From an optimization exercise on the open Yosys and OpenROAD flow, aimed at small area, a short achievable clock period and few clock cycles; shortcuts taken in it are not production practice. Function was checked by simulation only, so behaviour that the tests miss may differ from the original. Power figures rest on the tool's default switching activity, not on a simulated workload.

==> flow/design.v (excerpt) <==
module circular_list_deque_unit #(
    parameter int CAPACITY = 32
) (
    input  logic                                    clk,
    input  logic                                    rst_n,
    input  logic                                    req_valid,
    output logic                                    req_stall,
    input  logic [cdq_pkg::KIND_W-1:0]              kind,
    input  logic signed [cdq_pkg::WORD_W-1:0]       value,
    output logic                                    rsp_valid,
    input  logic                                    rsp_stall,
    output logic signed [cdq_pkg::WORD_W-1:0]       item,
    output logic [cdq_pkg::STATUS_W-1:0]            status,
    output logic                                    last
);
export LEC_CHECK = 0
export CAP_MARGIN = 20
export CORE_MARGIN = 2
export CORE_UTILIZATION = 65
export CTS_CLUSTER_DIAMETER = 150
export CTS_CLUSTER_SIZE = 25
export SETUP_SLACK_MARGIN = 2.15
export SLEW_MARGIN = 20
create_clock -name core_clock -period 4.5 [get_ports {clk}]
run.sh (not shown) runs the stock make flow with config.mk's settings and CLKGATE_MAP_FILE= SYNTH_SCRIPT=/design/flow/synth_recipe.tcl, a recipe that flattens the netlist after the stock synthesis.
Testbench counts at the start, summed over its fixed seeds: cycles 8,144.
Edit:
Settings changed: SETUP_SLACK_MARGIN 2.15 to 2.45.
What happened: Maximum frequency is higher by 6.7%. Power goes up by 0.97%. Routed wire length rose by 2.1%. Flip-flop and latch count stays the same.

---

v6:
The RTL this note starts from:
==> flow/design.v <==
package cdq_pkg;
    localparam int WORD_W   = 32;
    localparam int KIND_W   = 3;
    localparam int STATUS_W = 2;
    localparam logic [KIND_W-1:0] KIND_PUSH_FRONT = 3'd0;
    localparam logic [KIND_W-1:0] KIND_PUSH_BACK  = 3'd1;
    localparam logic [KIND_W-1:0] KIND_POP_FRONT  = 3'd2;
    localparam logic [KIND_W-1:0] KIND_POP_BACK   = 3'd3;
    localparam logic [KIND_W-1:0] KIND_READ_ALL   = 3'd4;
    localparam logic [STATUS_W-1:0] STATUS_OK    = 2'd0;
    localparam logic [STATUS_W-1:0] STATUS_EMPTY = 2'd1;
    localparam logic [STATUS_W-1:0] STATUS_FULL  = 2'd2;
    typedef enum logic [2:0] {
        OP_PUSH_FRONT,
        OP_PUSH_BACK,
        OP_POP_FRONT,
        OP_POP_BACK,
        OP_READ_ALL
    } op_t;
    typedef struct packed {
        op_t                      op;
        logic signed [WORD_W-1:0] value;
    } cmd_t;
    typedef struct packed {
        logic full;
        logic empty;
    } q_status_t;
    typedef enum logic [1:0] {
        ST_IDLE,
        ST_READ,
        ST_DUMP
    } state_t;
endpackage
module circular_list_deque_unit #(
    parameter int CAPACITY = 32
) (
    input  logic                                    clk,
    input  logic                                    rst_n,
    input  logic                                    req_valid,
    output logic                                    req_stall,
    input  logic [cdq_pkg::KIND_W-1:0]              kind,
    input  logic signed [cdq_pkg::WORD_W-1:0]       value,
    output logic                                    rsp_valid,
    input  logic                                    rsp_stall,
    output logic signed [cdq_pkg::WORD_W-1:0]       item,
    output logic [cdq_pkg::STATUS_W-1:0]            status,
    output logic                                    last
);
    localparam int PW = $clog2(CAPACITY);
    localparam int CW = $clog2(CAPACITY + 1);
    localparam int WW = cdq_pkg::WORD_W;
    logic [WW-1:0] mem [0:CAPACITY-1];
    logic          h_valid, s_valid;
    logic          h_pf, h_pb, h_popf, h_popb, h_rd;
    logic [2:0]    s_kind;
    logic [WW-1:0] h_value, s_value;
    logic [PW-1:0] f_ptr, fm1_ptr, b_ptr, bp1_ptr, r_ptr;
    logic [CW-1:0] count;
    logic          empty_r, full_r, single_r;
    logic          dumping, dlast_r;
    logic                r_valid, r_last;
    logic [1:0]          r_status;
    logic [CAPACITY-1:0] r_sel;
    logic          o_valid, o_last;
    logic [1:0]    o_status;
    logic [WW-1:0] o_item;
    logic o_free, r_free, go;
    logic push_ok, pop_ok, rd_ok;
    logic [PW-1:0] dump_addr, rd_addr, wa;
    logic dump_last, h_done, h_take;
    logic acc, in_ok;
    logic [2:0] n_kind;
    logic we;
    logic [WW-1:0] rd_word;
    assign o_free = !o_valid || !rsp_stall;
    assign r_free = !r_valid || o_free;
    assign go     = h_valid && r_free;
    assign push_ok = (h_pf || h_pb) && !full_r;
    assign pop_ok  = (h_popf || h_popb) && !empty_r;
    assign rd_ok   = h_rd && !empty_r;
    assign dump_addr = dumping ? r_ptr : f_ptr;
    assign dump_last = dumping ? dlast_r : single_r;
    assign h_done    = !h_rd || empty_r || dump_last;
    assign h_take    = go && h_done;
    assign req_stall = s_valid;
    assign acc       = req_valid && !s_valid;
    assign in_ok     = acc && (kind <= cdq_pkg::KIND_READ_ALL);
    assign n_kind    = s_valid ? s_kind : kind;
    always_ff @(posedge clk or negedge rst_n)
    begin
        if (!rst_n)
        begin
            h_valid <= 1'b0;
            s_valid <= 1'b0;
        end
        else if (h_take || !h_valid)
        begin
            h_valid <= s_valid || in_ok;
            s_valid <= 1'b0;
        end
        else if (in_ok)
        begin
            s_valid <= 1'b1;
        end
    end
    always_ff @(posedge clk)
    begin
        if (h_take || !h_valid)
        begin
            h_pf    <= (n_kind == cdq_pkg::KIND_PUSH_FRONT);
            h_pb    <= (n_kind == cdq_pkg::KIND_PUSH_BACK);
            h_popf  <= (n_kind == cdq_pkg::KIND_POP_FRONT);
            h_popb  <= (n_kind == cdq_pkg::KIND_POP_BACK);
            h_rd    <= (n_kind == cdq_pkg::KIND_READ_ALL);
            h_value <= s_valid ? s_value : value;
        end
        if (!s_valid)
        begin
            s_kind  <= kind;
            s_value <= value;
        end
    end
    always_ff @(posedge clk or negedge rst_n)
    begin
        if (!rst_n)
        begin
            f_ptr    <= '0;
            fm1_ptr  <= PW'(CAPACITY - 1);
            b_ptr    <= PW'(CAPACITY - 1);
            bp1_ptr  <= '0;
            count    <= '0;
            empty_r  <= 1'b1;
            full_r   <= 1'b0;
            single_r <= 1'b0;
            dumping  <= 1'b0;
        end
        else if (go)
        begin
            if (h_pf && !full_r)
            begin
                f_ptr   <= fm1_ptr;
                fm1_ptr <= fm1_ptr - PW'(1);
            end
            if (h_pb && !full_r)
            begin
                b_ptr   <= bp1_ptr;
                bp1_ptr <= bp1_ptr + PW'(1);
            end
            if (h_popf && !empty_r)
            begin
                f_ptr   <= f_ptr + PW'(1);
                fm1_ptr <= f_ptr;
            end
            if (h_popb && !empty_r)
            begin
                b_ptr   <= b_ptr - PW'(1);
                bp1_ptr <= b_ptr;
            end
            if (push_ok)
            begin
                count    <= count + CW'(1);
                empty_r  <= 1'b0;
                full_r   <= (count == CW'(CAPACITY - 1));
                single_r <= (count == '0);
            end
            if (pop_ok)
            begin
                count    <= count - CW'(1);
                empty_r  <= (count == CW'(1));
                full_r   <= 1'b0;
                single_r <= (count == CW'(2));
            end
            if (rd_ok)
            begin
                dumping <= !dump_last;
            end
        end
    end
    always_ff @(posedge clk)
    begin
        if (go && h_rd)
        begin
            r_ptr   <= dump_addr + PW'(1);
            dlast_r <= (dump_addr + PW'(1) == b_ptr);
        end
    end
    assign we = go && push_ok;
    assign wa = h_pf ? fm1_ptr : bp1_ptr;
    always_ff @(posedge clk)
    begin
        for (int i = 0; i < CAPACITY; i++)
        begin
            if (we && wa == PW'(i))
            begin
                mem[i] <= h_value;
            end
        end
    end
    assign rd_addr = h_popb ? b_ptr : dump_addr;
    always_ff @(posedge clk or negedge rst_n)
    begin
        if (!rst_n)
        begin
            r_valid <= 1'b0;
        end
        else if (r_free)
        begin
            r_valid <= go;
        end
    end
    always_ff @(posedge clk)
    begin
        if (r_free)
        begin
            for (int i = 0; i < CAPACITY; i++)
            begin
                r_sel[i] <= (pop_ok || rd_ok) && rd_addr == PW'(i);
            end
            r_last   <= h_done;
            r_status <= (h_pf || h_pb) ? (full_r ? cdq_pkg::STATUS_FULL : cdq_pkg::STATUS_OK)
                                       : (empty_r ? cdq_pkg::STATUS_EMPTY : cdq_pkg::STATUS_OK);
        end
    end
    always_comb
    begin
        rd_word = '0;
        for (int i = 0; i < CAPACITY; i++)
        begin
            rd_word = rd_word | (mem[i] & {WW{r_sel[i]}});
        end
    end
    always_ff @(posedge clk or negedge rst_n)
    begin
        if (!rst_n)
        begin
            o_valid <= 1'b0;
        end
        else if (o_free)
        begin
            o_valid <= r_valid;
        end
    end
    always_ff @(posedge clk)
    begin
        if (o_free)
        begin
            o_item   <= rd_word;
            o_status <= r_status;
            o_last   <= r_last;
        end
    end
    assign rsp_valid = o_valid;
    assign item      = o_item;
    assign status    = o_status;
    assign last      = o_last;
endmodule
clock: 4.5 ns
lec_check: 0
cap_margin: 20
core_margin: 2
core_utilization: 40
slew_margin: 20
Looking at the reports, v6 completed the entire flow and the layout it produced met the timing, DRC and antenna checks.
Testbench counts of v6, summed over its fixed seeds: cycles 8,149.
Here is what was changed in the inputs of v7 compared with v6.
# v6
export LEC_CHECK = 0
export CAP_MARGIN = 20
export CORE_MARGIN = 2
export CORE_UTILIZATION = 40
export SLEW_MARGIN = 20
create_clock -name core_clock -period 4.5 [get_ports {clk}]
# v7
export LEC_CHECK = 0
export CAP_MARGIN = 20
export CORE_MARGIN = 2
export CORE_UTILIZATION = 40
export CTS_BUF_LIST = sky130_fd_sc_hd__clkbuf_8
export CTS_CLUSTER_SIZE = 30
export SLEW_MARGIN = 20
create_clock -name core_clock -period 4.5 [get_ports {clk}]
- Number of non-clock buffers came out exactly the same in v7 and v6.
- Final worst-path cycle share (higher): v6
- Looking at v7 and v6, the fraction of cell area in non-clock buffers is a wash.

-- port drivers added, routing unchanged --
The flow's constraints put no driver on any port. The routed layouts listed below were extracted and timed again, unchanged, in two steps. Step 1, drivers: a clkbuf_16 drives clk and a buf_2 each remaining input, both assumed. Step 2 adds t to the input delays and takes it off the output delays; t is the mean of the earliest and latest rising clock arrival at the registers after step 1. Input paths then give back, and output paths get back, about the clock's delay inside the block. Three values: no drivers, after step 1, after step 2; two values: the first two.
| run | t, ns | setup WS [ns] | cell pins on the clock port's net |
|---|---|---|---|
| the first run of note 1 | 0.712 | 2.174 / 2.107 / 1.578 | 1 |
| the second run of note 1 | 0.708 | 2.320 / 2.255 / 1.839 | 1 |
| v6 | 0.764 | 1.360 / 1.360 / 0.707 | 1 |
| v7 | 0.909 | 1.376 / 1.376 / 0.750 | 1 |
After both steps setup and hold are still met in every run listed. For v6, which loses most, drivers alone change the setup slack by 0.000 ns; drivers and shift together by -0.653 ns.
